What follows belongs to an exercise in optimizing a design on an open flow for small area, a short achievable clock period and few clock cycles per item; a production flow would make more cautious choices. Where RTL was checked, it was by simulation tests only, not by an equivalence proof against the original. Function not checked in runs 3, 4 and 7: the RTL went through the layout flow alone. Power figures rest on the tool's default switching activity, not on a simulated workload.

File: design/flow/config.mk
export PLATFORM = sky130hd
export DESIGN_NAME = mul_top
export DESIGN_NICKNAME = mul_top
export VERILOG_FILES = /design/flow/design.v
export SDC_FILE = /design/flow/constraint.sdc
export NUM_CORES = 4
export LEC_CHECK = 0
export CAP_MARGIN = 20
export CORE_MARGIN = 2
export CORE_UTILIZATION = 40
export SETUP_SLACK_MARGIN = 2.0
export SLEW_MARGIN = 20
File: design/flow/constraint.sdc
create_clock -name core_clock -period 5.0 [get_ports {clk}]
set_input_delay 1.0000 -clock core_clock [delete_from_list [all_inputs] [get_ports {clk}]]
set_output_delay 1.0000 -clock core_clock [all_outputs]
set_load 0.01 [all_outputs]
File: design/flow/design.v
`timescale 1ns/1ps
`default_nettype none
module mul_top
(
  input  wire                          clk,
  input  wire                          rst_n,
  input  wire [5-1:0]    awaddr,
  input  wire                          awvalid,
  output logic                         awready,
  input  wire [31:0]                   wdata,
  input  wire                          wvalid,
  output logic                         wready,
  output logic                         bvalid,
  output logic [1:0]           bresp,
  input  wire                          bready,
  input  wire [5-1:0]    araddr,
  input  wire                          arvalid,
  output logic                         arready,
  output logic                         rvalid,
  output logic [31:0]                  rdata,
  output logic [1:0]           rresp,
  input  wire                          rready
);
  logic [31:0] x;           
  logic        xv;          
  logic [31:0] y;           
  logic        yv;          
  logic [32:0] s;           
  logic [32:0] c;           
  logic        cin;         
  logic [31:0] p_lo;        
  logic        pv;          
  logic [3:0]  dq;          
  logic        running;     
  logic        acc;         
  logic        hib;         
  logic        h16;         
  logic [2:0]  cnt;         
  logic        done;        
  logic [31:0] count;
  logic        bv;
  logic        berr;
  logic        rpend;
  logic        rerr;
  logic        sel_x, sel_y, sel_ctrl, sel_lo, sel_hi, sel_cnt;
  logic wr_en;
  logic wr_hit;
  logic start;
  logic x_we;
  logic y_we;
  assign awready = ~running & ~hib & ~bv;
  assign wready  = awready;
  assign wr_en   = awready & awvalid & wvalid;
  always_comb
  begin
    case (awaddr)
      5'h00,
      5'h04,
      5'h08,
      5'h0C,
      5'h10,
      5'h14: wr_hit = 1'b1;
      default:        wr_hit = 1'b0;
    endcase
  end
  assign x_we  = wr_en & (awaddr == 5'h00);
  assign y_we  = wr_en & (awaddr == 5'h04);
  assign start = wr_en & (awaddr == 5'h08) & wdata[0];
  assign bvalid = bv;
  assign bresp  = {berr, 1'b0};
  always_ff @(posedge clk or negedge rst_n)
  begin
    if (!rst_n)
    begin
      bv <= 1'b0;
      xv <= 1'b0;
      yv <= 1'b0;
    end
    else
    begin
      if (wr_en)
        bv <= 1'b1;
      else if (bready)
        bv <= 1'b0;
      if (x_we)
        xv <= 1'b1;
      if (y_we)
        yv <= 1'b1;
    end
  end
  always_ff @(posedge clk)
  begin
    if (wr_en)
      berr <= ~wr_hit;
    if (x_we)
      x <= wdata;
    if (y_we)
      y <= wdata;
  end
  logic rd_en;
  logic near_end;
  assign near_end = (cnt == 3'd5) | (cnt == 3'd6) | (cnt == 3'd7) | (cnt == 3'd0);
  assign arready  = ~rpend & (~running | near_end);
  assign rd_en    = arready & arvalid;
  assign rvalid   = rpend & ~(sel_lo & running & (cnt != 3'd0))
                          & ~(sel_hi & (running | hib))
                          & ~(sel_cnt & running);
  assign rresp    = {rerr, 1'b0};
  always_ff @(posedge clk or negedge rst_n)
  begin
    if (!rst_n)
      rpend <= 1'b0;
    else if (rd_en)
      rpend <= 1'b1;
    else if (rvalid & rready)
      rpend <= 1'b0;
  end
  always_ff @(posedge clk or negedge rst_n)
  begin
    if (!rst_n)
    begin
      sel_x    <= 1'b0;
      sel_y    <= 1'b0;
      sel_ctrl <= 1'b0;
      sel_lo   <= 1'b0;
      sel_hi   <= 1'b0;
      sel_cnt  <= 1'b0;
      rerr     <= 1'b0;
    end
    else if (rd_en)
    begin
      sel_x    <= (araddr == 5'h00) & xv;
      sel_y    <= (araddr == 5'h04) & yv;
      sel_ctrl <= (araddr == 5'h08);
      sel_lo   <= (araddr == 5'h0C) & pv;
      sel_hi   <= (araddr == 5'h10) & pv;
      sel_cnt  <= (araddr == 5'h14);
      rerr     <= ~((araddr == 5'h00) | (araddr == 5'h04) |
                    (araddr == 5'h08) | (araddr == 5'h0C) |
                    (araddr == 5'h10) | (araddr == 5'h14));
    end
  end
  assign rdata = ({32{sel_x}}   & x)
               | ({32{sel_y}}   & y)
               | ({32{sel_lo}}  & p_lo)
               | ({32{sel_hi}}  & s[31:0])
               | ({32{sel_cnt}} & count)
               | {30'd0, sel_ctrl & done, 1'b0};
  function automatic logic [36:0] maj3(input logic [36:0] a, input logic [36:0] b,
                                       input logic [36:0] d);
    maj3 = (a & b) | (a & d) | (b & d);
  endfunction
  logic        step;        
  logic        fin;         
  logic [32:0] s_in;
  logic [36:0] r0, r1, r2, r3, r4, r5;
  logic [36:0] a1, b1, a2, b2, a3, b3, a4, b4;
  logic [4:0]  low;
  logic [16:0] hi_lo;       
  logic [16:0] hi_hi;       
  assign step = start | (running & (cnt != 3'd0));
  assign fin  = running & (cnt == 3'd0);
  assign s_in = s & {33{acc}};
  always_comb
  begin
    r0 = {5'd0, y & {32{dq[0]}}};
    r1 = {4'd0, y & {32{dq[1]}}, 1'd0};
    r2 = {3'd0, y & {32{dq[2]}}, 2'd0};
    r3 = {2'd0, y & {32{dq[3]}}, 3'd0};
    r4 = {4'd0, s_in};
    r5 = {4'd0, c};
    a1 = r0 ^ r1 ^ r2;
    b1 = maj3(r0, r1, r2) << 1;
    a2 = r3 ^ r4 ^ r5;
    b2 = maj3(r3, r4, r5) << 1;
    a3 = a1 ^ b1 ^ a2;
    b3 = maj3(a1, b1, a2) << 1;
    a4 = a3 ^ b3 ^ b2;
    b4 = maj3(a3, b3, b2) << 1;
    low    = {1'b0, a4[3:0]} + {1'b0, b4[3:0]} + {4'd0, cin};
    hi_lo  = {1'b0, s[15:0]} + {1'b0, c[15:0]} + {16'd0, cin};
    hi_hi  = s[32:16] + c[32:16] + {16'd0, h16};
  end
  always_ff @(posedge clk or negedge rst_n)
  begin
    if (!rst_n)
    begin
      running <= 1'b0;
      acc     <= 1'b0;
      hib     <= 1'b0;
      cnt     <= 3'd0;
      pv      <= 1'b0;
      done    <= 1'b0;
      dq      <= 4'd0;
      count   <= '0;
    end
    else
    begin
      if (start)
        acc <= 1'b1;
      else if (cnt == 3'd7)
        acc <= 1'b0;
      if (start)
      begin
        running <= 1'b1;
        pv      <= 1'b1;
        done    <= 1'b1;
      end
      else if (fin)
        running <= 1'b0;
      hib <= fin;
      if (step)
        cnt <= cnt + 3'd1;
      if (x_we)
        dq <= wdata[3:0] & {4{yv}};
      else if (y_we)
        dq <= x[3:0] & {4{xv}};
      else if (step)
        dq <= x[4*(cnt+3'd1) +: 4] & {4{xv & yv}};
      count <= count + {31'd0, fin};
      if (rvalid & rready & sel_ctrl)
        done <= 1'b0;
    end
  end
  always_ff @(posedge clk)
  begin
    c   <= step ? b4[36:4] : (c & {33{running}});
    cin <= step ? low[4] : (cin & running);
    h16 <= hi_lo[16];
    if (step)
    begin
      s    <= a4[36:4];
      p_lo <= {low[3:0], p_lo[31:4]};
    end
    else
    begin
      if (fin)
        s[15:0]  <= hi_lo[15:0];
      if (hib)
        s[32:16] <= hi_hi;
    end
  end
endmodule
`default_nettype wire
File: design/flow/flow/run.sh
#!/bin/bash
# Standard ORFS layout (the standard.sh, standard synthesis unchanged),
# with two changes to how the layout is made: plain buf_2 cells as the port
# buffers, and clock tree synthesis without dummy loads.
# Each step's full output goes to its own log in this folder.
set -euo pipefail
export BUFFER_PORTS_ARGS="-buffer_cell sky130_fd_sc_hd__buf_2"
export CTS_ARGS="-sink_clustering_enable -repair_clock_nets -dont_use_dummy_load"
bash standard.sh synth > synth.log 2>&1
bash standard.sh floorplan > floorplan.log 2>&1
bash standard.sh place > place.log 2>&1
bash standard.sh cts > cts.log 2>&1
bash standard.sh route > route.log 2>&1
bash standard.sh finish > finish.log 2>&1
File: design/flow/standard.sh
#!/bin/bash
# synth_recipe.tcl (not shown) runs the flow's synth.tcl, then flattens the netlist and writes it again
# the make line also repeats each setting of config.mk as NAME=value (left out here)
make -C /OpenROAD-flow-scripts/flow DESIGN_CONFIG=/design/flow/config.mk WORK_HOME=/design/flow/orfs CLKGATE_MAP_FILE= SYNTH_SCRIPT=/design/flow/synth_recipe.tcl "${@:-finish}"
==> impl_metrics.csv, run 1 <==
group,metric,value,unit
floorplan,io_pins,90,
sta,finalSetupTns,0,ps
routing,drt_iter0_drc,951,
floorplan,num_rows,69,
worst_setup_path,crit_path_end_kind,"output port",
floorplan,die_height,193,µm
floorplan,die_x,193,µm
placed_design,portBuffers,87,
synth,synth_cell_type_count,65,
finish,nFillCells,3289,
global_routing,track_usage,21.8,%
synth,yosys_register_bits,220,
synth,netlist_area,14200,µm²
sta,slew_violations,0,
outcome,status,"no timing/DRC/antenna violations",
worst_setup_path,path_max_fanout,22,
sta,hold_violations,0,
placed_design,hpwl,29100,µm
worst_setup_path,crit_arrival,1960,ps
worst_setup_path,cp-start-kind,"register",
flow_run,max-cap-violations,0,
floorplan,initial_utilization,40.3,%
placed_design,place_congestion,0.923,
global_routing,grt_max_degree,65,
clock_tree,cts_hold_buf,0,
sta,clock_skew,57.7,ps
synth,syn_inst,1307,
synth,ys_seq_area_share,42.1,%
routing,detail-route-antenna-nets,0,
synth,syn_avg_cell_area,10.9,µm²
routing,viasPerCell,5.57,
sta,slew_headroom,36.6,%
global_routing,grt_pass1_wl,61000,µm
sta,fin_crit_sh,59.3,%
worst_setup_path,critPathMaxStageDelay,470,ps
worst_setup_path,crit_type,"reg2out",
floorplan,dieArea,37100,µm²
global_routing,antenna_found_initial,0,
clock_tree,worstSkewPairLatency,550,ps
synth,synth-edff-count,130,
min_path,min_path_type,"reg2reg",
routing,wl_per_cell,21.2,µm
worst_setup_path,cp_slowest_cell,"a222oi_1",
power_and_ir_drop,p_leak,6.66,nW
routing,wirelength,39400,µm
placed_design,pre_cts_ws,1340,ps
sta,setup_ws,2040,ps
global_routing,grt-ovfl-total,0,
sta,rsz0062_at_grt,"no",
sta,final.min_clock_period,2960,ps
finish,synthToLayoutAreaGrowth,12.9,%
global_routing,grt_pass1_vias,10485,
synth,yosys_warnings,1,
sta,worstMarginPinSlew,951,ps
clock_tree,path_clk_slew,60,ps
routing,drc,0,
finish,antenna_cells,0,
clock_tree,cts_buffers,27,
routing,route.vias.total,10380,
clock_tree,htreeDepth,1,
clock_tree,cts_tree,"done",
finish,layout-drive-gt1-share,14.1,%
clock_tree,cts.path.max_buffers,3,
synth,synthArstFlopShare,25.0,%
power_and_ir_drop,vdd_ir_drop_max,0.247,mV
clock_tree,cts_sinks,220,
worst_setup_path,crit_chain,"buf_6 -> a222oi_1 -> nand2_1 -> buf_2",
worst_setup_path,cp_data_required_time,4000,ps
sta,finalSetupViolations,0,
clock_tree,root_buffer,"clkbuf_16",
routing,dr.pass1.iters,5,
floorplan,design.core.area,35300,µm²
power_and_ir_drop,pwr_density_cell,293,nW/µm²
synth,synth_ff_type,"edfxtp_1",
sta,clock.fmax,0.337,GHz
finish,fin_nets,1630,
-- area by class of cell --
class                      instances  area, µm²  share of cell area (%)
timing repair buffer             128        800                    4.98
sequential                       220       6000                    37.4
inverter                         148        571                    3.55
tap                              461        577                    3.59
clock buffer                      27        676                    4.21
multi-input combinational        878       7440                    46.3
-- where the power goes --
group	leakage, nW	switching (mW)	internal [mW]
logic	4.13	0.581	0.365
registers	2.19	0.0913	2.03
clock network	0.333	0.698	0.937
total	6.66	1.37	3.33
-- kinds of logic (layout without fill, tap and decap cells) --
family,Yosys count,after routing,synth area share (%)
AND/OR/NAND/NOR,380,380,11.9
AO/OA/AOI/OAI,250,250,12.7
flip-flops,220,220,42.1
buffers and inverters,210,303,6.18
adder cells (fa/ha/maj),178,178,22.5
XOR/XNOR,59,59,3.63
multiplexers,9,9,1.02
other,1,2,0.0264
-- Yosys cell counts (3+ instances only) --
cell type | instances | area, µm²
a211oi_1 | 5 | 37.5
a21o_1 | 18 | 135
a21oi_1 | 28 | 140
a221oi_1 | 6 | 52.6
a222oi_1 | 31 | 310
a22o_1 | 32 | 280
a22oi_1 | 38 | 285
a31oi_1 | 12 | 75.1
and2_1 | 15 | 93.8
and3_1 | 11 | 68.8
and4_1 | 3 | 26.3
buf_2 | 3 | 15.0
buf_4 | 5 | 37.5
buf_6 | 9 | 101
clkbuf_1 | 44 | 165
dfrtp_1 | 55 | 1380
dfxtp_1 | 35 | 701
edfxtp_1 | 130 | 3900
fa_1 | 129 | 2580
ha_1 | 49 | 613
inv_1 | 146 | 548
mux2_2 | 4 | 45.0
mux4_2 | 4 | 90.1
nand2_1 | 259 | 972
nand2b_1 | 4 | 25.0
nand3_1 | 18 | 90.1
nand4_1 | 14 | 87.6
nor2_1 | 23 | 86.3
nor2b_1 | 3 | 18.8
nor3_1 | 9 | 45.0
o211ai_1 | 7 | 52.6
o21a_1 | 4 | 30.0
o21ai_0 | 41 | 205
o21ai_1 | 9 | 45.0
o21bai_1 | 4 | 30.0
or2_2 | 4 | 25.0
or3_1 | 5 | 31.3
xnor2_1 | 36 | 315
xor2_1 | 23 | 201
-- critical path, delay by kind of cell, from the launching register on --
family                 cells  cell delay [ps]
buffers and inverters      2              350
flip-flops                 1              430
AND/OR/NAND/NOR            1              160
AO/OA/AOI/OAI              1              470
-- path summary, 6_finish.rpt --
| path | startpoint | endpoint | slack, ps | depth (start not counted) |
|---|---|---|---|---|
| min in group asynchronous | rst_n | bv | 590 | 2 |
| max in group asynchronous | rst_n | dq[3] | 3830 | 2 |
| min reg2reg | p_lo[21] | p_lo[17] | 440 | 0 |
| max reg2reg | dq[2] | p_lo[31] | 2070 | 8 |
| max | sel_x | rdata[25] | 2040 | 4 |
| min | p_lo[21] | p_lo[17] | 440 | 0 |
-- layer usage --
layer | global-route usage [%] | share of wire (%) | vias to the layer above
met5 | 0 | 0 | -
met1 | 30.2 | 43 | 5199
met4 | 6.11 | 2.7 | 0
li1 | - | - | 4690
met2 | 35.8 | 48 | 431
met3 | 3.31 | 7.0 | 60
-- flip-flops by register name (all words and copies together), names as in the netlist, 3 cells and up --
name / count
x: 32
p_lo: 32
c: 33
cnt: 3
dq: 4
y: 32
s: 33
count: 32
-- through the flow --
step | hold WS, ps | std cells | power [mW] | utilization, % | cell area (µm²)
3_3_place_gp | 442 | 1812 | 3.01 | 42.6 | 15100
5_1_grt | 446 | 1862 | 4.92 | 45.5 | 16100
3_5_place_dp | 435 | 1812 | 3.03 | 42.6 | 15100
4_1_cts | 442 | 1847 | 4.69 | 45.0 | 15900
6_report | 442 | 1862 | 4.70 | 45.5 | 16100
2_1_floorplan | 427 | 1308 | 2.73 | - | 14200
-- cell usage in the layout, fill, tap and decap left out, types with 4 or more instances in the layout --
| cell type | n |
|---|---|
| xor2_1 | 23 |
| edfxtp_1 | 130 |
| mux2_2 | 4 |
| o21ai_0 | 40 |
| buf_2 | 87 |
| nor2_1 | 23 |
| a22o_1 | 32 |
| o21a_1 | 4 |
| dfrtp_2 | 5 |
| a221oi_1 | 5 |
| or2_2 | 4 |
| a21o_1 | 18 |
| dfrtp_4 | 4 |
| ha_1 | 48 |
| or3_1 | 5 |
| and2_1 | 14 |
| nand4_1 | 14 |
| nand2_1 | 258 |
| o211ai_1 | 7 |
| dfrtp_1 | 46 |
| nor3_1 | 9 |
| nand3_1 | 18 |
| a31oi_1 | 11 |
| dfxtp_1 | 35 |
| a21oi_1 | 28 |
| mux4_2 | 4 |
| xnor2_1 | 36 |
| buf_4 | 34 |
| and3_1 | 11 |
| nand2b_1 | 4 |
| o21ai_1 | 9 |
| a222oi_1 | 31 |
| clkbuf_16 | 27 |
| fa_1 | 128 |
| inv_1 | 145 |
| a22oi_1 | 38 |
| o21bai_1 | 4 |
-- repair_timing --
item | 4_1_cts | 5_1_grt
setup endpoints to repair | 100 | 61
gates resized for setup | 27 | 15
hold endpoints to repair | 0 | 0
buffers inserted | 8 | 15
pin swaps | 3 | 6
Testbench counts, summed over its fixed seeds: cycles 48,000, ops 3,200.
==> inputs of run 2 (changes only) <==
==> design/flow/config.mk (replaced) <==
export PLATFORM = sky130hd
export DESIGN_NAME = mul_top
export DESIGN_NICKNAME = mul_top
export VERILOG_FILES = /design/flow/design.v
export SDC_FILE = /design/flow/constraint.sdc
export NUM_CORES = 4
export LEC_CHECK = 0
export ABC_CLOCK_PERIOD_IN_PS = 2500
export CAP_MARGIN = 20
export CORE_MARGIN = 2
export CORE_UTILIZATION = 60
export PLACE_DENSITY = 0.75
export SETUP_SLACK_MARGIN = 2.2
export SLEW_MARGIN = 20
==> run 2 against run 1 <==
- non-clock buffer count rose by 11
- sequential share of layout area is 0.38 points lower
- flip-flop and latch count is the same
- fmax increased by 3.5%
- synthesized cell count unchanged
- critical path type unchanged
==> impl_metrics.csv, run 2 <==
group,metric,value,unit
power_and_ir_drop,p_sw_share,30.0,%
routing,route.vias.total,10907,
worst_setup_path,path_max_fanout,10,
sta,finalSetupTns,0,ps
synth,yosysTopAreaCell,"edfxtp_1",
synth,synth.most_common_cell,"nand2_1",
floorplan,die_x,158,µm
sta,slew_headroom,48.7,%
sta,fin_crit_sh,57.3,%
routing,dr.pass1.iters,8,
floorplan,die_height,158,µm
clock_tree,cts_tree,"done",
worst_setup_path,crit_end,"rdata[26]",
worst_setup_path,crit_arrival,1860,ps
floorplan,io_pins,90,
synth,syn_avg_cell_area,10.9,µm²
floorplan,initial_utilization,60.8,%
global_routing,grt_max_degree,83,
worst_setup_path,crit_cells,4,
floorplan,design.core.area,23400,µm²
power_and_ir_drop,vdd_ir_drop_max,0.259,mV
routing,drc,0,
synth,synth_common_cells,"nand2_1, inv_1, edfxtp_1, fa_1, dfrtp_1",
power_and_ir_drop,internal_power,3.33,mW
finish,nFillCells,1727,
routing,wl_per_cell,23.2,µm
sta,rsz0062_at_grt,"yes",
finish,final_cell_mix,"nand2_1, inv_1, edfxtp_1",
finish,synthToLayoutAreaGrowth,14.4,%
placed_design,pre_cts_ws,1600,ps
worst_setup_path,reg2reg_slack,2140,ps
synth,synthTopCellsByArea,"edfxtp_1, fa_1, dfrtp_1",
sta,worstMarginPinSlew,770,ps
finish,top_regs,"c (33), s (33)",
routing,drt_iter0_drc,1297,
sta,finalSetupViolations,0,
worst_setup_path,crit_path_end_kind,"output port",
sta,clock.fmax,0.349,GHz
finish,final_common_cell,"nand2_1",
placed_design,place_congestion,0.952,
clock_tree,htreeDepth,1,
synth,synth_ff_type,"edfxtp_1",
sta,hold_violations,0,
worst_setup_path,critical_path.startpoint,"sel_x",
floorplan,num_rows,56,
power_and_ir_drop,pwr_density_cell,292,nW/µm²
power_and_ir_drop,switching_power,1.42,mW
worst_setup_path,path_delay_family,"flip-flops",
worst_setup_path,cp-start-kind,"register",
global_routing,grt_pass1_vias,10944,
power_and_ir_drop,power.share.combinational,23.1,%
finish,fin_nets,1638,
clock_tree,root_buffer,"clkbuf_16",
synth,netlist_area,14200,µm²
routing,wirelength,40000,µm
routing,viasPerCell,6.31,
synth,yosys_warnings,1,
synth,synth-edff-count,130,
finish,layout-drive-gt1-share,17.0,%
clock_tree,cts.path.max_buffers,3,
placed_design,portBuffers,87,
clock_tree,cts_sinks,220,
synth,ys_seq_area_share,42.1,%
routing,detail-route-antenna-nets,0,
clock_tree,path_clk_slew,60,ps
outcome,status,"no timing/DRC/antenna violations",
synth,synth_cell_type_count,65,
worst_setup_path,cp_data_required_time,4000,ps
global_routing,grt-ovfl-total,0,
worst_setup_path,r2r_end,"p_lo[31]",
worst_setup_path,r2r_start,"dq[1]",
power_and_ir_drop,p_seq_share,45.0,%
worst_setup_path,crit_type,"reg2out",
synth,synthArstFlopShare,25.0,%
worst_setup_path,crit_chain,"buf_12 -> a222oi_1 -> nand2_1 -> buf_2",
power_and_ir_drop,power,4.75,mW
power_and_ir_drop,p_leak,6.72,nW
worst_setup_path,path_buf_inv,2,
min_path,min_path_type,"reg2reg",
sta,final.min_clock_period,2860,ps
clock_tree,worstSkewPairLatency,520,ps
clock_tree,cts_buffers,24,
synth,syn_inst,1307,
placed_design,hpwl,26900,µm
finish,utilization,69.5,%
sta,setup_ws,2140,ps
global_routing,antenna_found_initial,0,
global_routing,grt_pass1_wl,60000,µm
worst_setup_path,r2r.worst_path.cells,8,
synth,yosysTopAreaCellShare,27.4,%
synth,yosys_register_bits,220,
floorplan,dieArea,25000,µm²
sta,slew_violations,0,
flow_run,max-cap-violations,0,
power_and_ir_drop,clkPwrFrac,31.9,%
global_routing,track_usage,31.9,%
worst_setup_path,critPathMaxStageDelay,530,ps
clock_tree,cts_hold_buf,0,
worst_setup_path,cp_slowest_cell,"dfrtp_4",
sta,clock_skew,22.6,ps
finish,antenna_cells,0,
[run 2: cell type report]
type	instances	area (µm²)	area share (%)
multi-input cells	878	7610	46.8
well taps	319	399	2.45
inverters	148	561	3.45
repair buffers	139	1080	6.62
flip-flops and latches	220	6020	37.0
clock buffers	24	601	3.69
[run 2: how the worst min path moves through the flow]
stage / start / end / slack [ps] / cells after the start
floorplan: p_lo[30] / p_lo[26] / 430 / 0
global placement: p_lo[16] / p_lo[12] / 430 / 0
detailed placement: p_lo[16] / p_lo[12] / 450 / 0
CTS: p_lo[22] / p_lo[18] / 470 / 0
global route: p_lo[15] / p_lo[11] / 470 / 0
finish: p_lo[22] / p_lo[18] / 470 / 0
[run 2: cells by family after synthesis]
kind of cell | Yosys count | share of synthesized area (%)
and+or+nand+nor | 380 | 11.9
AOI/OAI and AO/OA | 250 | 12.7
DFF | 220 | 42.1
buffers and inverters | 210 | 6.18
adders and majority gates | 178 | 22.5
xor gates and xnor gates | 59 | 3.63
muxes | 9 | 1.02
other | 1 | 0.0264
[run 2: through the flow]
stage	area (µm²)	cells	hold slack, ps
CTS	15900	1714	465
finish	16300	1728	470
global placement	14900	1664	435
detailed placement	14900	1664	447
global route	16300	1728	472
floorplan	14300	1308	427
[run 2: timing repair]
item	4_1_cts	5_1_grt
buffers inserted	26	12
setup endpoints to repair	168	85
resized for setup	49	61
gates cloned	0	2
pin swaps	46	52
[run 2: power groups by stage]
stage	clock [mW]	sequential [mW]	combinational [mW]
final	1.51	2.14	1.10
after global routing	1.59	2.15	1.20
after CTS	1.52	2.12	0.962
after detailed placement	0	2.20	0.808
after global placement	0	2.20	0.782
after floorplan	0	2.11	0.630
[run 2: per-layer routing]
metal / track usage [%] / vias up / share of wire (%)
li1: - / 4714 / -
met1: 42.1 / 5431 / 37
met5: 0 / - / 0
met2: 54.7 / 652 / 49
met4: 10.6 / 0 / 3.8
met3: 4.54 / 110 / 9.8
==> inputs of run 3 (changes only) <==
--- a/design/flow/design.v
+++ b/design/flow/design.v
@@ -166,7 +166,7 @@
     r0 = {5'd0, y & {32{dq[0]}}};
     r1 = {4'd0, y & {32{dq[1]}}, 1'd0};
     r2 = {3'd0, y & {32{dq[2]}}, 2'd0};
-    r3 = {2'd0, y & {32{dq[3]}}, 3'd0};
+    r3 = {2'd0, y & {32{dq[3]}}, 2'd0, cin};    
     r4 = {4'd0, s_in};
     r5 = {4'd0, c};
     a1 = r0 ^ r1 ^ r2;
@@ -177,7 +177,7 @@
     b3 = maj3(a1, b1, a2) << 1;
     a4 = a3 ^ b3 ^ b2;
     b4 = maj3(a3, b3, b2) << 1;
-    low    = {1'b0, a4[3:0]} + {1'b0, b4[3:0]} + {4'd0, cin};
+    low    = {1'b0, a4[3:0]} + {1'b0, b4[3:0]};
     hi_lo  = {1'b0, s[15:0]} + {1'b0, c[15:0]} + {16'd0, cin};
     hi_hi  = s[32:16] + c[32:16] + {16'd0, h16};
   end
--- a/design/flow/config.mk
+++ b/design/flow/config.mk
@@ -8,7 +8,6 @@
 export ABC_CLOCK_PERIOD_IN_PS = 2500
 export CAP_MARGIN = 20
 export CORE_MARGIN = 2
-export CORE_UTILIZATION = 60
-export PLACE_DENSITY = 0.75
+export CORE_UTILIZATION = 40
 export SETUP_SLACK_MARGIN = 2.2
 export SLEW_MARGIN = 20
==> run 3 against run 2 <==
- combinational power increased by 8%
- sequential share of layout area decreased by 1.3 points
- setup slack got worse by 160 ps
- register-to-register slack got worse by 160 ps
- critical path depth increased by 3
- cell count increased by 7.1%
- utilization decreased by 21 points
- highest routed layer is now met5
- die area increased by 48%
- cell area increased by 3.5%
- largest power group unchanged
==> impl_metrics.csv, run 3 <==
group,metric,value,unit
routing,detail-route-antenna-nets,0,
sta,finalSetupViolations,0,
finish,top_regs,"c (33), s (33)",
synth,synth_cell_type_count,65,
worst_setup_path,crit_arrival,3290,ps
synth,synthTopCellsByArea,"edfxtp_1, fa_1, dfrtp_1",
synth,synth-edff-count,130,
global_routing,grt-ovfl-total,0,
placed_design,portBuffers,87,
sta,slew_headroom,44.4,%
sta,clock.fmax,0.331,GHz
worst_setup_path,crit_path_end_kind,"register",
routing,drt_iter0_drc,1103,
clock_tree,cts_hold_buf,0,
clock_tree,htreeDepth,1,
synth,netlist_area,14100,µm²
synth,syn_inst,1269,
flow_run,max-cap-violations,0,
routing,dr.pass1.iters,6,
clock_tree,cts_buffers,26,
sta,finalSetupTns,0,ps
routing,route.vias.total,10453,
floorplan,die_height,192,µm
sta,timing.hold.ws,458,ps
sta,hold_violations,0,
worst_setup_path,path_max_fanout,3,
finish,antenna_cells,0,
routing,wirelength,42700,µm
global_routing,grt_max_degree,61,
placed_design,hpwl,28600,µm
clock_tree,root_buffer,"clkbuf_16",
sta,fin_crit_sh,60.4,%
clock_tree,cts.path.max_buffers,3,
min_path,min_path_type,"reg2reg",
finish,final_cell_mix,"nand2_1, edfxtp_1, fa_1",
synth,yosys_register_bits,220,
worst_setup_path,cp_data_required_time,5270,ps
synth,yosysTopAreaCellShare,27.6,%
finish,final_common_cell,"nand2_1",
finish,synthToLayoutAreaGrowth,19.2,%
synth,synth.most_common_cell,"nand2_1",
routing,viasPerCell,5.65,
sta,slew_violations,0,
synth,synthArstFlopShare,25.0,%
global_routing,grt_pass1_vias,10662,
synth,synth_ff_type,"edfxtp_1",
worst_setup_path,cp-start-kind,"register",
synth,synth_common_cells,"nand2_1, fa_1, edfxtp_1, inv_1, and2_1",
synth,syn_avg_cell_area,11.1,µm²
clock_tree,cts_sinks,220,
floorplan,design.core.area,34600,µm²
sta,worstMarginPinSlew,834,ps
placed_design,place_congestion,0.868,
global_routing,antenna_found_initial,2,
global_routing,track_usage,22.9,%
routing,wl_per_cell,23.1,µm
sta,final.min_clock_period,3020,ps
floorplan,io_pins,90,
routing,drc,0,
clock_tree,worstSkewPairLatency,530,ps
floorplan,dieArea,36800,µm²
floorplan,die_x,192,µm
worst_setup_path,crit_type,"reg2reg",
finish,nFillCells,3077,
global_routing,grt_pass1_wl,63000,µm
synth,yosysTopAreaCell,"edfxtp_1",
power_and_ir_drop,vdd_ir_drop_max,0.268,mV
finish,layout-drive-gt1-share,24.7,%
synth,ys_seq_area_share,42.3,%
outcome,status,"no timing/DRC/antenna violations",
finish,fin_nets,1622,
clock_tree,cts_tree,"done",
clock_tree,path_clk_slew,60,ps
power_and_ir_drop,p_leak,6.99,nW
power_and_ir_drop,pwr_density_cell,291,nW/µm²
floorplan,num_rows,68,
floorplan,initial_utilization,40.8,%
synth,yosys_warnings,1,
sta,rsz0062_at_grt,"yes",
sta,clock_skew,19.7,ps
## run 3: cell types whose count changed after synthesis, moves of 6 or more
cell,change
xor2_1,-9
and2_1,+58
nand2_1,-58
o211ai_1,-6
buf_6,-8
nand3_1,+8
inv_1,-29
a21o_1,-8
## run 3: routing by layer
metal / track usage, % / wire length, µm / up-vias
met3: 3.64 / 3610 / 102
met1: 30.9 / 17200 / 5273
met4: 8.67 / 1760 / 2
met2: 37.3 / 20100 / 412
li1: - / - / 4664
met5: 0 / 8 / -
## run 3: kinds of logic after synthesis
kind of cell,Yosys count,share of synthesized area (%)
buf+inv,178,5.11
simple gates,398,13.6
fa+ha+maj,176,22.6
mux,10,1.10
other cells,1,0.0265
flops,220,42.3
compound gates,232,12.0
xor+xnor,54,3.35
## run 3: through the flow
| step | total power [mW] | instance area (µm²) | worst slack, ps | instances | utilization, % |
|---|---|---|---|---|---|
| after global routing | 5.12 | 16800 | 1910 | 1850 | 48.6 |
| after global placement | 3.01 | 15000 | 1490 | 1765 | 43.3 |
| after floorplan | 2.73 | 14200 | 2030 | 1270 | - |
| final | 4.90 | 16800 | 1980 | 1850 | 48.6 |
| after CTS | 4.80 | 16400 | 2010 | 1831 | 47.3 |
| after detailed placement | 3.03 | 15000 | 1420 | 1765 | 43.3 |
## run 3: repair_timing
action	4_1_cts	5_1_grt
gates cloned	2	5
gates resized for setup	95	107
setup endpoints to repair	159	92
buffers inserted	38	14
pin swaps	84	99
## run 3: path summary, 6_finish.rpt
| kind | startpoint | to | slack [ps] | depth (start not counted) |
|---|---|---|---|---|
| setup / recovery | dq[3] | p_lo[31] | 1980 | 7 |
| hold / removal | p_lo[11] | p_lo[7] | 460 | 0 |
| setup reg to reg | dq[3] | p_lo[31] | 1980 | 7 |
| hold reg to reg | p_lo[11] | p_lo[7] | 460 | 0 |
| max in group asynchronous | rst_n | sel_lo | 3770 | 2 |
| min in group asynchronous | rst_n | done | 640 | 2 |
## run 3: critical path, stage by stage (launching register included)
cell and delay [ps]:
dfrtp_4 510, and2_4 160, fa_1 520, inv_2 50, fa_1 560, inv_2 40
fa_1 490, fa_2 430
## run 3: layout make-up
cell class | count | area (µm²) | area share, %
multi-input combinational | 873 | 7810 | 46.4
sequential | 220 | 6020 | 35.7
timing repair buffer | 158 | 1340 | 7.96
clock buffer | 26 | 651 | 3.86
tap | 455 | 569 | 3.38
inverter | 118 | 452 | 2.68
## run 3: report_power, final
part	switching (mW)	internal (mW)
clock network	0.681	0.904
registers	0.0965	2.03
logic	0.685	0.502
==> inputs of run 4 (changes only) <==
--- a/design/flow/design.v
+++ b/design/flow/design.v
@@ -191,7 +191,6 @@
       cnt     <= 3'd0;
       pv      <= 1'b0;
       done    <= 1'b0;
-      dq      <= 4'd0;
       count   <= '0;
     end
     else
@@ -211,12 +210,6 @@
       hib <= fin;
       if (step)
         cnt <= cnt + 3'd1;
-      if (x_we)
-        dq <= wdata[3:0] & {4{yv}};
-      else if (y_we)
-        dq <= x[3:0] & {4{xv}};
-      else if (step)
-        dq <= x[4*(cnt+3'd1) +: 4] & {4{xv & yv}};
       count <= count + {31'd0, fin};
       if (rvalid & rready & sel_ctrl)
         done <= 1'b0;
@@ -224,6 +217,8 @@
   end
   always_ff @(posedge clk)
   begin
+    dq  <= (start | running) ? (x[4*(cnt+3'd1) +: 4] & {4{xv & yv}})
+         : ((x_we ? wdata[3:0] : x[3:0]) & {4{(xv | x_we) & (yv | y_we)}});
     c   <= step ? b4[36:4] : (c & {33{running}});
     cin <= step ? low[4] : (cin & running);
     h16 <= hi_lo[16];
==> run 4 against run 3 <==
- sequential power down 7%
- combinational power is 61% lower
- worst hold slack worse by 12 ps
- fmax is 0.50% higher
- critical path type unchanged
- highest routed layer unchanged
==> impl_metrics.csv, run 4 <==
group,metric,value,unit
outcome,status,"no timing/DRC/antenna violations",
clock_tree,cts.path.max_buffers,3,
min_path,whs_path_depth,0,
global_routing,grt_pass1_wl,62300,µm
routing,dr.pass1.iters,6,
routing,drc,0,
sta,rsz0062_at_grt,"yes",
worst_setup_path,cp-start-kind,"register",
finish,stdcell_area,16600,µm²
sta,hold_violations,0,
floorplan,die_height,192,µm
sta,slew_violations,0,
worst_setup_path,path_buf_inv,2,
routing,viasPerCell,5.72,
power_and_ir_drop,vdd_ir_drop_max,0.230,mV
synth,synth_cell_type_count,61,
sta,worstMarginPinSlew,1020,ps
clock_tree,worstSkewPairLatency,540,ps
synth,ys_seq_area_share,42.3,%
worst_setup_path,path_max_fanout,7,
sta,clock.fmax,0.333,GHz
synth,yosysTopAreaCellShare,27.7,%
finish,final_cell_mix,"nand2_1, edfxtp_1, fa_1",
worst_setup_path,crit_arrival,3290,ps
floorplan,die_x,192,µm
floorplan,num_rows,68,
clock_tree,cts_sinks,220,
clock_tree,cts_buffers,24,
finish,synthToLayoutAreaGrowth,17.7,%
finish,antenna_cells,0,
worst_setup_path,cp_slowest_cell,"dfrtp_4",
floorplan,design.core.area,34600,µm²
finish,fin_nets,1591,
routing,detail-route-antenna-nets,0,
sta,finalSetupViolations,0,
global_routing,grt-ovfl-total,0,
synth,yosys_warnings,1,
global_routing,grt_pass1_vias,10280,
power_and_ir_drop,pwr_density_cell,240,nW/µm²
synth,syn_avg_cell_area,11.4,µm²
finish,layout-drive-gt1-share,25.1,%
routing,wl_per_cell,22.9,µm
global_routing,track_usage,22.6,%
synth,yosysTopAreaCell,"edfxtp_1",
sta,final.min_clock_period,3010,ps
worst_setup_path,crit_cells,7,
sta,slew_headroom,31.7,%
worst_setup_path,r2r.worst_path.cells,7,
clock_tree,root_buffer,"clkbuf_16",
synth,synth_ff_type,"edfxtp_1",
synth,netlist_area,14100,µm²
placed_design,hpwl,29500,µm
global_routing,antenna_found_initial,1,
synth,synthArstFlopShare,23.2,%
sta,fin_crit_sh,60.1,%
synth,synth-edff-count,130,
routing,route.vias.total,10411,
placed_design,place_congestion,0.880,
worst_setup_path,crit_path_end_kind,"register",
finish,final_common_cell,"nand2_1",
synth,syn_inst,1237,
worst_setup_path,cp_data_required_time,5280,ps
worst_setup_path,path_delay_family,"adder cells",
synth,yosys_register_bits,220,
floorplan,initial_utilization,40.7,%
routing,drt_iter0_drc,973,
floorplan,io_pins,90,
synth,synth_common_cells,"nand2_1, fa_1, edfxtp_1, inv_1, and2_1",
sta,clock_skew,25.1,ps
sta,finalSetupTns,0,ps
clock_tree,htreeDepth,1,
global_routing,grt_max_degree,52,
placed_design,placed_area,15000,µm²
flow_run,max-cap-violations,0,
worst_setup_path,crit_type,"reg2reg",
worst_setup_path,critPathMaxStageDelay,560,ps
worst_setup_path,crit_chain,"and2_4 -> fa_1 -> inv_1 -> fa_1 -> inv_2 -> fa_1 -> fa_2",
finish,top_regs,"c (33), s (33)",
synth,synth.most_common_cell,"nand2_1",
floorplan,dieArea,36800,µm²
worst_setup_path,cpMostUsedCell,"fa_1",
power_and_ir_drop,p_leak,6.88,nW
placed_design,portBuffers,87,
clock_tree,cts_tree,"done",
clock_tree,path_clk_slew,60,ps
routing,wirelength,41700,µm
synth,synthTopCellsByArea,"edfxtp_1, fa_1, dfrtp_1",
min_path,min_path_type,"reg2reg",
[run 4: final cells by class]
class	count	area (µm²)
flip-flops and latches	220	6000
inverters	115	442
repair buffers	160	1210
fillers	3191	18000
well taps	455	569
clock buffers	24	601
multi-input cells	845	7770
[run 4: final timing paths]
path	start	to	slack (ps)
min in group asynchronous	rst_n	count[2]	580
max	acc	p_lo[31]	1990
min reg2reg	p_lo[23]	p_lo[19]	450
max reg2reg	acc	p_lo[31]	1990
min	p_lo[23]	p_lo[19]	450
max in group asynchronous	rst_n	cnt[0]	3880
[run 4: where the power goes]
| part | internal [mW] | switching [mW] |
|---|---|---|
| Clock | 0.839 | 0.699 |
| Sequential | 1.94 | 0.0352 |
| Combinational | 0.214 | 0.253 |
[run 4: logic make-up after synthesis]
group | Yosys count | synth area share, %
compound gates | 232 | 12.2
buf+inv | 173 | 4.89
flops | 220 | 42.3
xor+xnor | 56 | 3.48
other cells | 1 | 0.0266
mux | 23 | 2.09
simple gates | 356 | 12.4
fa+ha+maj | 176 | 22.6
[run 4: routing by layer]
layer  GRT usage [%]  vias up  share of wire, %
li1                -     4579                 -
met1            31.4     5265                41
met2            36.0      488                47
met3            4.39       77               9.0
met4            6.78        2               3.0
met5               0        -             0.031
[run 4: worst register-to-register path: stages (launching register included)]
cell and delay, ps:
dfrtp_4 560, and2_4 170, fa_1 500, inv_1 50, fa_1 500, inv_2 40
fa_1 510, fa_2 420
[run 4: what timing repair did]
| item | 4_1_cts | 5_1_grt |
|---|---|---|
| endpoints found under the setup margin | 112 | 95 |
| gates cloned | 1 | 3 |
| hold buffers | 0 | 0 |
| pin swaps | 70 | 81 |
| gates resized for setup | 78 | 99 |
| buffers inserted | 48 | 5 |
[run 4: through the flow]
stage	worst slack (ps)	power (mW)	cells	util (%)	hold WS [ps]
after global routing	1940	4.11	1819	47.9	437
final	1990	3.98	1819	47.9	447
after global placement	1470	2.36	1738	43.4	434
after detailed placement	1390	2.37	1738	43.4	438
after floorplan	2050	2.24	1238	-	427
after CTS	2010	3.96	1811	47.2	446
==> inputs of run 5 (changes only) <==
--- a/design/flow/design.v
+++ b/design/flow/design.v
@@ -166,7 +166,7 @@
     r0 = {5'd0, y & {32{dq[0]}}};
     r1 = {4'd0, y & {32{dq[1]}}, 1'd0};
     r2 = {3'd0, y & {32{dq[2]}}, 2'd0};
-    r3 = {2'd0, y & {32{dq[3]}}, 2'd0, cin};    
+    r3 = {2'd0, y & {32{dq[3]}}, 3'd0};
     r4 = {4'd0, s_in};
     r5 = {4'd0, c};
     a1 = r0 ^ r1 ^ r2;
@@ -177,7 +177,7 @@
     b3 = maj3(a1, b1, a2) << 1;
     a4 = a3 ^ b3 ^ b2;
     b4 = maj3(a3, b3, b2) << 1;
-    low    = {1'b0, a4[3:0]} + {1'b0, b4[3:0]};
+    low    = {1'b0, a4[3:0]} + {1'b0, b4[3:0]} + {4'd0, cin};
     hi_lo  = {1'b0, s[15:0]} + {1'b0, c[15:0]} + {16'd0, cin};
     hi_hi  = s[32:16] + c[32:16] + {16'd0, h16};
   end
@@ -191,6 +191,7 @@
       cnt     <= 3'd0;
       pv      <= 1'b0;
       done    <= 1'b0;
+      dq      <= 4'd0;
       count   <= '0;
     end
     else
@@ -210,6 +211,12 @@
       hib <= fin;
       if (step)
         cnt <= cnt + 3'd1;
+      if (x_we)
+        dq <= wdata[3:0] & {4{yv}};
+      else if (y_we)
+        dq <= x[3:0] & {4{xv}};
+      else if (step)
+        dq <= x[4*(cnt+3'd1) +: 4] & {4{xv & yv}};
       count <= count + {31'd0, fin};
       if (rvalid & rready & sel_ctrl)
         done <= 1'b0;
@@ -217,8 +224,6 @@
   end
   always_ff @(posedge clk)
   begin
-    dq  <= (start | running) ? (x[4*(cnt+3'd1) +: 4] & {4{xv & yv}})
-         : ((x_we ? wdata[3:0] : x[3:0]) & {4{(xv | x_we) & (yv | y_we)}});
     c   <= step ? b4[36:4] : (c & {33{running}});
     cin <= step ? low[4] : (cin & running);
     h16 <= hi_lo[16];
==> design/flow/flow/run.sh (replaced) <==
#!/bin/bash
# Standard ORFS layout (the standard.sh, standard synthesis unchanged),
# with two changes to how the layout is made: plain buf_2 cells as the port
# buffers, and clock tree synthesis with larger sink clusters and without dummy loads.
# Each step's full output goes to its own log in this folder.
set -euo pipefail
export BUFFER_PORTS_ARGS="-buffer_cell sky130_fd_sc_hd__buf_2"
export CTS_ARGS="-sink_clustering_enable -repair_clock_nets -dont_use_dummy_load -sink_clustering_size 30 -sink_clustering_max_diameter 150"
bash standard.sh synth > synth.log 2>&1
bash standard.sh floorplan > floorplan.log 2>&1
bash standard.sh place > place.log 2>&1
bash standard.sh cts > cts.log 2>&1
bash standard.sh route > route.log 2>&1
bash standard.sh finish > finish.log 2>&1
==> run 5 against run 4 <==
- still clean
- cell count up 2.5%
- total power rose by 5.2%
- cell area down 2.5%
- global-route usage decreased by 1.1 points
- first-iteration DRC count up 4.9%
- via count grew 0.53%
- non-clock buffer count down 15
- combinational power grew 130%
- fmax up 4.6%
==> impl_metrics.csv, run 5 <==
group,metric,value,unit
outcome,status,"no timing/DRC/antenna violations",
synth,synthArstFlopShare,25.0,%
synth,ys_seq_area_share,42.1,%
routing,wl_per_cell,21.6,µm
worst_setup_path,cp_data_required_time,5260,ps
placed_design,hpwl,28900,µm
routing,dr.pass1.iters,6,
placed_design,dp_cells,1811,
routing,drc,0,
synth,synth_compound_area_share,12.7,%
floorplan,die_height,193,µm
synth,synth_top_family_by_area,"adder cells",
global_routing,antenna_found_initial,0,
clock_tree,path_clk_slew,120,ps
global_routing,grt-ovfl-total,0,
synth,synth_ff_type,"edfxtp_1",
worst_setup_path,crit_chain,"nand2_1 -> fa_1 -> fa_1 -> inv_1 -> fa_1 -> ha_4 -> xnor2_1",
sta,finalSetupTns,0,ps
sta,worstMarginPinSlew,1030,ps
synth,syn_avg_cell_area,10.9,µm²
power_and_ir_drop,p_leak,6.63,nW
power_and_ir_drop,p_sw_share,31.1,%
clock_tree,root_buffer,"clkbuf_16",
synth,yosys.area_share.simple,11.9,%
synth,synth_xor_area_share,3.63,%
synth,synth_cell_type_count,65,
power_and_ir_drop,internal_power,2.88,mW
flow_run,max-cap-violations,0,
floorplan,num_rows,69,
sta,clock.fmax,0.348,GHz
clock_tree,cts_sinks,220,
placed_design,place_congestion,0.895,
worst_setup_path,crit_type,"reg2reg",
synth,synth_fa_ha_area_share,22.5,%
placed_design,placed_area,15100,µm²
power_and_ir_drop,vdd_ir_drop_max,0.271,mV
worst_setup_path,cp_slowest_cell,"dfrtp_4",
floorplan,io_pins,90,
finish,layout-drive-gt1-share,17.9,%
floorplan,dieArea,37100,µm²
global_routing,grt_pass1_vias,10552,
sta,fin_crit_sh,57.5,%
global_routing,grt_pass1_wl,61000,µm
worst_setup_path,critPathMaxStageDelay,570,ps
global_routing,grt_max_degree,63,
routing,detail-route-antenna-nets,0,
power_and_ir_drop,power.share.combinational,25.6,%
clock_tree,cts_buffers,11,
worst_setup_path,cpMostUsedCell,"fa_1",
finish,final_common_cell,"nand2_1",
clock_tree,htreeDepth,1,
synth,yosys_register_bits,220,
finish,finalNonFillerCells,1864,
routing,viasPerCell,5.61,
finish,stdcell_area,16200,µm²
power_and_ir_drop,p_seq_share,50.8,%
floorplan,design.core.area,35300,µm²
clock_tree,worstSkewPairLatency,490,ps
placed_design,portBuffers,87,
synth,yosysTopAreaCell,"edfxtp_1",
synth,syn_inst,1307,
sta,rsz0062_at_grt,"yes",
worst_setup_path,path_max_fanout,6,
finish,top_regs,"c (33), s (33)",
synth,yosys_warnings,1,
synth,yosysTopAreaCellShare,27.4,%
synth,synth_common_cells,"nand2_1, inv_1, edfxtp_1, fa_1, dfrtp_1",
worst_setup_path,crit_path_end_kind,"register",
routing,drt_iter0_drc,1021,
finish,fin_nets,1631,
power_and_ir_drop,switching_power,1.30,mW
synth,synthTopCellsByArea,"edfxtp_1, fa_1, dfrtp_1",
global_routing,track_usage,21.5,%
finish,final_cell_mix,"nand2_1, inv_1, edfxtp_1",
sta,finalSetupViolations,0,
floorplan,initial_utilization,40.3,%
worst_setup_path,cp-start-kind,"register",
power_and_ir_drop,clkPwrFrac,23.6,%
clock_tree,cts_tree,"done",
sta,timing.hold.ws,469,ps
worst_setup_path,crit_arrival,3130,ps
floorplan,die_x,193,µm
sta,hold_violations,0,
synth,synth-edff-count,130,
worst_setup_path,path_delay_family,"adder cells",
sta,final.min_clock_period,2870,ps
sta,slew_violations,0,
power_and_ir_drop,pwr_density_cell,259,nW/µm²
sta,slew_headroom,31.1,%
synth,synth.most_common_cell,"nand2_1",
clock_tree,cts.path.max_buffers,3,
synth,synth_mux_area_share,1.02,%
min_path,min_path_type,"reg2reg",
synth,netlist_area,14200,µm²
worst_setup_path,path_buf_inv,1,
sta,clock_skew,63.2,ps
power_and_ir_drop,power,4.19,mW
routing,route.vias.total,10466,
finish,synthToLayoutAreaGrowth,13.7,%
routing,wirelength,40300,µm
[run 5: cell count changes after synthesis, moves of 7 or more]
cell,before,now
o21ai_1,0,9
buf_6,1,9
mux2i_1,8,1
mux2_2,11,4
and2_1,74,15
nand2_1,180,259
inv_1,115,146
[run 5: what timing repair did]
action	in CTS	in global routing
hold buffers	0	0
buffers inserted	23	14
resized for setup	52	87
endpoints found under the setup margin	154	93
gates cloned	0	4
pin swaps	10	94
[run 5: final timing paths]
| kind | start | to | slack [ps] | cells after the start |
|---|---|---|---|---|
| worst max-delay path | dq[3] | p_lo[31] | 2130 | 7 |
| worst max register to register | dq[3] | p_lo[31] | 2130 | 7 |
| min in group asynchronous | rst_n | sel_y | 630 | 2 |
| worst min-delay path | p_lo[16] | p_lo[12] | 470 | 0 |
| worst min register to register | p_lo[16] | p_lo[12] | 470 | 0 |
| max in group asynchronous | rst_n | acc | 3780 | 2 |
[run 5: final cells by class]
type                       count  area [µm²]
timing repair buffer         145        1130
clock buffer                  11         275
multi-input combinational    878        7610
tap                          461         577
sequential                   220        6010
inverter                     148         568
antenna                        1        2.50
fill                        3287       19100
[run 5: per-layer routing]
layer  GRT usage, %  routed length (µm)
met4           5.78                 936
met5              0                   0
met1           29.5               17200
met3           2.18                2240
met2           36.6               19900
[run 5: per-stage QoR]
step | setup slack (ps) | utilization (%)
after detailed placement | 1610 | 42.7
after global placement | 1600 | 42.7
after global routing | 2050 | 45.8
final | 2130 | 45.8
after CTS | 2150 | 44.5
after floorplan | 2160 | -
[run 5: worst reg2reg max path, delay by kind of cell (launching register included)]
family,cells,cell delay (ps)
xor gates and xnor gates,1,120
adders and majority gates,4,1770
buffers and inverters,1,60
DFF,1,570
and+or+nand+nor,1,120
[run 5: kinds of logic (layout without fill, tap and decap cells)]
kind of cell	after synthesis	in the layout
simple gates	380	380
compound gates	250	250
flops	220	220
buf+inv	210	304
fa+ha+maj	178	178
xor+xnor	59	59
mux	9	9
other cells	1	3
[run 5: power groups by stage]
stage	Sequential [mW]	Combinational, mW	Clock, mW
detailed placement	2.19	0.821	0
floorplan	2.11	0.630	0
global placement	2.19	0.802	0
global route	2.14	1.19	1.05
finish	2.13	1.07	0.988
CTS	2.12	0.970	1.01
Testbench counts of run 5, summed over its fixed seeds: cycles 48,000, ops 3,200.
==> inputs of run 6 (changes only) <==
--- a/design/flow/flow/run.sh
+++ b/design/flow/flow/run.sh
@@ -5,7 +5,7 @@
 # Each step's full output goes to its own log in this folder.
 set -euo pipefail
 export BUFFER_PORTS_ARGS="-buffer_cell sky130_fd_sc_hd__buf_2"
-export CTS_ARGS="-sink_clustering_enable -repair_clock_nets -dont_use_dummy_load -sink_clustering_size 30 -sink_clustering_max_diameter 150"
+export CTS_ARGS="-sink_clustering_enable -repair_clock_nets -dont_use_dummy_load -sink_clustering_size 20 -sink_clustering_max_diameter 100"
 bash standard.sh synth > synth.log 2>&1
 bash standard.sh floorplan > floorplan.log 2>&1
 bash standard.sh place > place.log 2>&1
==> run 6 against run 5 <==
- clock power rose by 16%
- routed wire length fell by 1.8%
- cell area fell by 0.66%
- worst hold slack got worse by 42 ps
- clock skew fell by 2.5 ps
- critical path depth did not move
- synthesized cell count did not move
- combinational power fell by 7%
- first-iteration DRC count rose by 0.39%
- cell count fell by 0.27%
- fmax fell by 0.17%
- total power rose by 2.1%
- critical path type unchanged
- largest cell class unchanged
- largest power group unchanged
==> impl_metrics.csv, run 6 <==
group,metric,value,unit
flow_run,max-cap-violations,0,
clock_tree,cts.path.max_buffers,3,
routing,detail-route-antenna-nets,0,
synth,synth_common_cells,"nand2_1, inv_1, edfxtp_1, fa_1, dfrtp_1",
floorplan,initial_utilization,40.3,%
global_routing,grt_max_degree,63,
synth,yosysTopAreaCell,"edfxtp_1",
finish,final_common_cell,"nand2_1",
placed_design,hpwl,28900,µm
worst_setup_path,cp_data_required_time,5260,ps
worst_setup_path,cpMostUsedCell,"fa_1",
clock_tree,htreeDepth,1,
routing,drc,0,
floorplan,die_height,193,µm
sta,clock_skew,60.7,ps
global_routing,grt_pass1_wl,61000,µm
worst_setup_path,crit_path_end_kind,"register",
floorplan,io_pins,90,
synth,syn_inst,1307,
synth,ys_seq_area_share,42.1,%
synth,yosysTopAreaCellShare,27.4,%
outcome,status,"no timing/DRC/antenna violations",
routing,route.vias.total,10376,
worst_setup_path,path_max_fanout,5,
synth,synth_cell_type_count,65,
sta,timing.hold.ws,427,ps
clock_tree,cts_buffers,15,
placed_design,pre_cts_ws,1610,ps
power_and_ir_drop,vdd_ir_drop_max,0.225,mV
routing,dr.pass1.iters,7,
finish,stdcell_area,16100,µm²
finish,final_cell_mix,"nand2_1, inv_1, edfxtp_1",
global_routing,track_usage,21.7,%
worst_setup_path,cp-start-kind,"register",
worst_setup_path,path_buf_inv,1,
finish,layout-drive-gt1-share,16.1,%
worst_setup_path,crit_arrival,3140,ps
routing,viasPerCell,5.58,
power_and_ir_drop,power.share.combinational,23.4,%
clock_tree,worstSkewPairLatency,500,ps
clock_tree,root_buffer,"clkbuf_16",
sta,finalSetupViolations,0,
power_and_ir_drop,switching_power,1.30,mW
finish,fin_nets,1627,
floorplan,design.core.area,35300,µm²
sta,fin_crit_sh,57.6,%
finish,synthToLayoutAreaGrowth,13.0,%
synth,syn_avg_cell_area,10.9,µm²
finish,top_regs,"c (33), s (33)",
global_routing,grt_pass1_vias,10568,
clock_tree,cts_hold_buf,0,
min_path,min_path_type,"reg2reg",
power_and_ir_drop,pwr_density_cell,266,nW/µm²
synth,yosys_register_bits,220,
floorplan,num_rows,69,
sta,final.min_clock_period,2880,ps
sta,slew_violations,0,
worst_setup_path,crit_chain,"nand2_1 -> fa_1 -> fa_1 -> inv_1 -> fa_1 -> ha_4 -> xnor2_1",
power_and_ir_drop,p_leak,6.61,nW
routing,wl_per_cell,21.3,µm
synth,synth_ff_type,"edfxtp_1",
floorplan,dieArea,37100,µm²
global_routing,antenna_found_initial,0,
synth,yosys_warnings,1,
routing,drt_iter0_drc,1025,
finish,utilization,45.5,%
clock_tree,path_clk_slew,90,ps
synth,synth-edff-count,130,
finish,antenna_cells,0,
worst_setup_path,crit_type,"reg2reg",
sta,worstMarginPinSlew,1020,ps
worst_setup_path,path_delay_family,"adder cells",
power_and_ir_drop,p_sw_share,30.4,%
clock_tree,cts_sinks,220,
sta,slew_headroom,32.2,%
worst_setup_path,critPathMaxStageDelay,570,ps
routing,wirelength,39600,µm
sta,rsz0062_at_grt,"yes",
sta,hold_violations,0,
placed_design,placed_area,15100,µm²
synth,synthTopCellsByArea,"edfxtp_1, fa_1, dfrtp_1",
power_and_ir_drop,internal_power,2.98,mW
sta,clock.fmax,0.347,GHz
placed_design,portBuffers,87,
placed_design,place_congestion,0.895,
synth,synthArstFlopShare,25.0,%
floorplan,die_x,193,µm
power_and_ir_drop,p_seq_share,49.6,%
synth,synth.most_common_cell,"nand2_1",
sta,finalSetupTns,0,ps
power_and_ir_drop,clkPwrFrac,27.0,%
synth,netlist_area,14200,µm²
global_routing,grt-ovfl-total,0,
sta,setup_ws,2120,ps
clock_tree,cts_tree,"done",
worst_setup_path,cp_slowest_cell,"dfrtp_4",
## run 6: cell count changes in the layout (fill, tap and decap cells not counted), moves of 4 or more
| cell | before | now |
|---|---|---|
| nand2_1 | 237 | 248 |
| nand2_2 | 18 | 9 |
| buf_6 | 15 | 8 |
| inv_1 | 136 | 141 |
| inv_2 | 9 | 5 |
| o21ai_0 | 30 | 34 |
## run 6: stage by stage
step           cells  total power [mW]
2_1_floorplan   1308              2.74
3_3_place_gp    1811              2.99
6_report        1859              4.28
4_1_cts         1846              4.25
3_5_place_dp    1811              3.01
5_1_grt         1859              4.50
## run 6: worst register-to-register path: stages (launching register included)
cell	delay, ps
dfrtp_4	570
nand2_1	120
fa_1	440
fa_1	550
inv_1	60
fa_1	550
ha_4	230
xnor2_1	120
## run 6: power by group through the flow
| stage | Combinational [mW] | Clock (mW) | Sequential, mW |
|---|---|---|---|
| floorplan | 0.630 | 0 | 2.11 |
| global placement | 0.802 | 0 | 2.19 |
| detailed placement | 0.821 | 0 | 2.19 |
| CTS | 0.948 | 1.18 | 2.12 |
| global route | 1.13 | 1.24 | 2.13 |
| finish | 1.00 | 1.15 | 2.12 |
## run 6: cell type report
class,count,area (µm²)
well taps,461,577
fillers,3320,19200
clock buffers,15,375
flip-flops and latches,220,6000
multi-input cells,878,7560
inverters,148,563
repair buffers,137,983
## run 6: logic make-up (layout without fill, tap and decap cells)
group	Yosys count	after routing	synth area share (%)
simple gates	380	380	11.9
compound gates	250	250	12.7
flops	220	220	42.1
buf+inv	210	300	6.18
fa+ha+maj	178	178	22.5
xor+xnor	59	59	3.63
mux	9	9	1.02
other cells	1	2	0.0264
## run 6: path summary, 6_finish.rpt
path	cells past startpoint	start	endpoint	slack, ps
setup / recovery	7	dq[3]	p_lo[31]	2120
hold reg to reg	0	p_lo[16]	p_lo[12]	430
hold / removal	0	p_lo[16]	p_lo[12]	430
max in group asynchronous	2	rst_n	dq[0]	3760
min in group asynchronous	2	rst_n	sel_y	640
setup reg to reg	7	dq[3]	p_lo[31]	2120
## run 6: routing by layer
metal	vias up	share of wire, %	global-route usage [%]
li1	4681	-	-
met1	5243	42	29.6
met2	399	49	36.8
met3	53	6.6	2.47
met4	0	2.6	5.34
met5	-	0	0
## run 6: what timing repair did
action,4_1_cts,5_1_grt
resized for setup,53,43
setup buffers,20,11
cloned,0,2
pin swaps,10,58
setup endpoints to repair,150,89
==> inputs of run 7 (changes only) <==
--- a/design/flow/design.v
+++ b/design/flow/design.v
@@ -30,7 +30,8 @@
   logic        cin;         
   logic [31:0] p_lo;        
   logic        pv;          
-  logic [3:0]  dq;          
+  logic [2:0]  da, db;      
+  logic [33:0] y3;          
   logic        running;     
   logic        acc;         
   logic        hib;         
@@ -153,30 +154,35 @@
   logic        step;        
   logic        fin;         
   logic [32:0] s_in;
-  logic [36:0] r0, r1, r2, r3, r4, r5;
-  logic [36:0] a1, b1, a2, b2, a3, b3, a4, b4;
+  logic [36:0] r0, r1, r2, r3;
+  logic [36:0] a1, b1, a4, b4;
+  logic [3:0]  dn;          
   logic [4:0]  low;
   logic [16:0] hi_lo;       
   logic [16:0] hi_hi;       
   assign step = start | (running & (cnt != 3'd0));
   assign fin  = running & (cnt == 3'd0);
   assign s_in = s & {33{acc}};
+  assign dn   = x_we ? (wdata[3:0] & {4{yv}})
+              : y_we ? (x[3:0] & {4{xv}})
+              : (x[4*(cnt+3'd1) +: 4] & {4{xv & yv}});
+  function automatic logic [2:0] onehot3(input logic [1:0] d);
+    onehot3 = {d == 2'd3, d == 2'd2, d == 2'd1};
+  endfunction
+  always_ff @(posedge clk)
+    y3 <= {1'b0, y, 1'b0} + {2'd0, y};
   always_comb
   begin
-    r0 = {5'd0, y & {32{dq[0]}}};
-    r1 = {4'd0, y & {32{dq[1]}}, 1'd0};
-    r2 = {3'd0, y & {32{dq[2]}}, 2'd0};
-    r3 = {2'd0, y & {32{dq[3]}}, 3'd0};
-    r4 = {4'd0, s_in};
-    r5 = {4'd0, c};
+    r0 = {3'd0, ({34{da[0]}} & {2'd0, y}) | ({34{da[1]}} & {1'd0, y, 1'd0})
+              | ({34{da[2]}} & y3)};
+    r1 = {1'd0, ({34{db[0]}} & {2'd0, y}) | ({34{db[1]}} & {1'd0, y, 1'd0})
+              | ({34{db[2]}} & y3), 2'd0};
+    r2 = {4'd0, s_in};
+    r3 = {4'd0, c};
     a1 = r0 ^ r1 ^ r2;
     b1 = maj3(r0, r1, r2) << 1;
-    a2 = r3 ^ r4 ^ r5;
-    b2 = maj3(r3, r4, r5) << 1;
-    a3 = a1 ^ b1 ^ a2;
-    b3 = maj3(a1, b1, a2) << 1;
-    a4 = a3 ^ b3 ^ b2;
-    b4 = maj3(a3, b3, b2) << 1;
+    a4 = a1 ^ b1 ^ r3;
+    b4 = maj3(a1, b1, r3) << 1;
     low    = {1'b0, a4[3:0]} + {1'b0, b4[3:0]} + {4'd0, cin};
     hi_lo  = {1'b0, s[15:0]} + {1'b0, c[15:0]} + {16'd0, cin};
     hi_hi  = s[32:16] + c[32:16] + {16'd0, h16};
@@ -191,7 +197,8 @@
       cnt     <= 3'd0;
       pv      <= 1'b0;
       done    <= 1'b0;
-      dq      <= 4'd0;
+      da      <= 3'd0;
+      db      <= 3'd0;
       count   <= '0;
     end
     else
@@ -211,12 +218,11 @@
       hib <= fin;
       if (step)
         cnt <= cnt + 3'd1;
-      if (x_we)
-        dq <= wdata[3:0] & {4{yv}};
-      else if (y_we)
-        dq <= x[3:0] & {4{xv}};
-      else if (step)
-        dq <= x[4*(cnt+3'd1) +: 4] & {4{xv & yv}};
+      if (x_we | y_we | step)
+      begin
+        da <= onehot3(dn[1:0]);
+        db <= onehot3(dn[3:2]);
+      end
       count <= count + {31'd0, fin};
       if (rvalid & rready & sel_ctrl)
         done <= 1'b0;
==> design/flow/flow/run.sh (replaced) <==
#!/bin/bash
# Standard ORFS layout (the standard.sh, standard synthesis unchanged),
# with two changes to how the layout is made: plain buf_2 cells as the port
# buffers, and clock tree synthesis without dummy loads.
# Each step's full output goes to its own log in this folder.
set -euo pipefail
export BUFFER_PORTS_ARGS="-buffer_cell sky130_fd_sc_hd__buf_2"
export CTS_ARGS="-sink_clustering_enable -repair_clock_nets -dont_use_dummy_load"
bash standard.sh synth > synth.log 2>&1
bash standard.sh floorplan > floorplan.log 2>&1
bash standard.sh place > place.log 2>&1
bash standard.sh cts > cts.log 2>&1
bash standard.sh route > route.log 2>&1
bash standard.sh finish > finish.log 2>&1
==> run 7 against run 6 <==
- setup slack lost 90 ps
- synthesized cell count grew 5.1%
- register-to-register slack gained 20 ps
- critical path type is now reg2out
- global-route usage grew 0.81 points
- largest power group unchanged
- largest cell class unchanged
- critical path depth shrank 2
==> impl_metrics.csv, run 7 <==
group,metric,value,unit
routing,drc,0,
placed_design,dp_cells,1914,
synth,syn_inst,1374,
clock_tree,cts_buffers,28,
power_and_ir_drop,pwr_density_cell,358,nW/µm²
floorplan,design.core.area,37500,µm²
finish,multiInputGateArea,8040,µm²
synth,synth_common_cells,"edfxtp_1, nand2_1, a222oi_1, inv_1, ha_1",
global_routing,antenna_found_initial,0,
finish,antenna_cells,0,
synth,syn_avg_cell_area,11.0,µm²
power_and_ir_drop,clkPwrFrac,28.4,%
power_and_ir_drop,p_seq_share,39.7,%
sta,slew_headroom,27.6,%
worst_setup_path,cp_slowest_cell,"dfrtp_4",
sta,rsz0062_at_grt,"yes",
worst_setup_path,cp-start-kind,"register",
routing,wl_per_cell,22.7,µm
routing,wirelength,45000,µm
floorplan,dieArea,39400,µm²
clock_tree,worstSkewPairLatency,560,ps
worst_setup_path,crit_path_end_kind,"output port",
sta,finalSetupViolations,0,
sta,fin_crit_sh,59.4,%
finish,top_regs,"y3 (34), c (33), s (33)",
routing,viasPerCell,5.89,
clock_tree,root_buffer,"clkbuf_16",
flow_run,max-cap-violations,0,
sta,clock.fmax,0.337,GHz
worst_setup_path,crit_type,"reg2out",
routing,dr.pass1.iters,11,
synth,synth_cell_type_count,71,
sta,slew_violations,0,
finish,synthToLayoutAreaGrowth,15.1,%
sta,timing.hold.ws,459,ps
power_and_ir_drop,internal_power,4.17,mW
synth,synth_ff_type,"edfxtp_1",
global_routing,grt-ovfl-total,0,
power_and_ir_drop,switching_power,2.08,mW
finish,final_cell_mix,"nand2_1, edfxtp_1, a222oi_1",
placed_design,place_congestion,0.876,
synth,ys_seq_area_share,44.3,%
clock_tree,path_clk_slew,60,ps
finish,utilization,46.5,%
finish,fin_nets,1674,
finish,regMostFlops,"y3",
sta,final.min_clock_period,2970,ps
synth,synthTopCellsByArea,"edfxtp_1, dfrtp_1, dfxtp_1",
power_and_ir_drop,p_leak,7.61,nW
worst_setup_path,crit_arrival,1970,ps
power_and_ir_drop,power,6.25,mW
placed_design,pre_cts_ws,1670,ps
outcome,status,"no timing/DRC/antenna violations",
finish,layout-drive-gt1-share,18.2,%
global_routing,grt_pass1_wl,67300,µm
synth,yosysTopAreaCellShare,25.8,%
synth,yosysTopAreaCell,"edfxtp_1",
clock_tree,cts_sinks,256,
power_and_ir_drop,power.share.combinational,32.0,%
sta,setup_ws,2030,ps
routing,detail-route-antenna-nets,0,
routing,route.vias.total,11693,
finish,nFillCells,3489,
floorplan,num_rows,71,
synth,synth-edff-count,130,
synth,yosys_register_bits,256,
power_and_ir_drop,vdd_ir_drop_max,0.231,mV
global_routing,track_usage,22.5,%
worst_setup_path,cp_data_required_time,4000,ps
synth,yosys_warnings,1,
min_path,min_path_type,"reg2reg",
finish,finalNonFillerCells,1985,
sta,hold_violations,0,
finish,largest_reg_flops,34,
placed_design,hpwl,31800,µm
sta,clock_skew,21.0,ps
finish,regArea,6740,µm²
clock_tree,cts.path.max_buffers,3,
routing,drt_iter0_drc,1504,
placed_design,placed_area,16100,µm²
floorplan,initial_utilization,40.4,%
power_and_ir_drop,p_sw_share,33.3,%
clock_tree,cts_tree,"done",
clock_tree,htreeDepth,1,
sta,worstMarginPinSlew,1080,ps
worst_setup_path,reg2reg_slack,2140,ps
worst_setup_path,path_max_fanout,5,
worst_setup_path,critPathMaxStageDelay,530,ps
floorplan,die_height,199,µm
sta,finalSetupTns,0,ps
finish,stdcell_area,17400,µm²
floorplan,io_pins,90,
worst_setup_path,crit_chain,"ha_4 -> or3_1 -> o21ai_1 -> a31oi_2 -> buf_2",
synth,netlist_area,15100,µm²
floorplan,die_x,199,µm
synth,synthArstFlopShare,22.3,%
global_routing,grt_pass1_vias,11336,
global_routing,grt_max_degree,63,
placed_design,portBuffers,87,
[run 7: final cells by class]
type                            instances  area share [%]
Clock buffer                           28            4.02
Timing Repair Buffer                  145            5.52
Inverter                               94            2.07
Tap cell                              511            3.67
Multi-Input combinational cell        951            46.1
Sequential cell                       256            38.6
[run 7: routing by layer]
layer | vias to the layer above | global-route usage, % | wire (µm)
li1 | 5307 | - | -
met1 | 5834 | 30.4 | 19000
met2 | 473 | 35.6 | 20700
met3 | 79 | 5.05 | 3680
met4 | 0 | 7.60 | 1670
met5 | - | 0 | 0
[run 7: logic make-up (layout without fill, tap and decap cells)]
family / Yosys count / in the layout / share of synthesized area (%)
and+or+nand+nor: 320 / 320 / 10.2
buffers and inverters: 168 / 267 / 4.39
muxes: 13 / 13 / 1.21
xor gates and xnor gates: 87 / 87 / 5.03
adders and majority gates: 149 / 149 / 15.7
DFF: 256 / 256 / 44.3
AOI/OAI and AO/OA: 380 / 380 / 19.1
other: 1 / 2 / 0.0248
[run 7: worst max-delay path: cells and delay by family, from the launching register on]
kind	cells	cell delay, ps
AOI/OAI and AO/OA	2	220
adders and majority gates	1	170
buffers and inverters	1	160
DFF	1	530
and+or+nand+nor	1	330
[run 7: power by group through the flow]
| stage | Combinational (mW) | Sequential [mW] | Clock (mW) |
|---|---|---|---|
| 3_5_place_dp | 1.70 | 2.63 | 0 |
| 4_1_cts | 1.95 | 2.49 | 1.79 |
| 3_3_place_gp | 1.69 | 2.62 | 0 |
| 2_1_floorplan | 1.37 | 2.42 | 0 |
| 5_1_grt | 2.23 | 2.49 | 1.87 |
| 6_report | 2.00 | 2.48 | 1.77 |
[run 7: repair_timing]
| item | in CTS | in global routing |
|---|---|---|
| endpoints found under the setup margin | 104 | 73 |
| hold buffers | 0 | 0 |
| setup buffers | 28 | 15 |
| resized for setup | 46 | 40 |
| pin swaps | 28 | 55 |
[run 7: final timing paths]
| path | start | to | cells past startpoint |
|---|---|---|---|
| worst max-delay path | cnt[0] | arready | 5 |
| worst min-delay path | p_lo[6] | p_lo[2] | 0 |
| worst max register to register | s[16] | s[32] | 10 |
| worst min register to register | p_lo[6] | p_lo[2] | 0 |
| max in group asynchronous | rst_n | sel_y | 2 |
| min in group asynchronous | rst_n | count[2] | 1 |
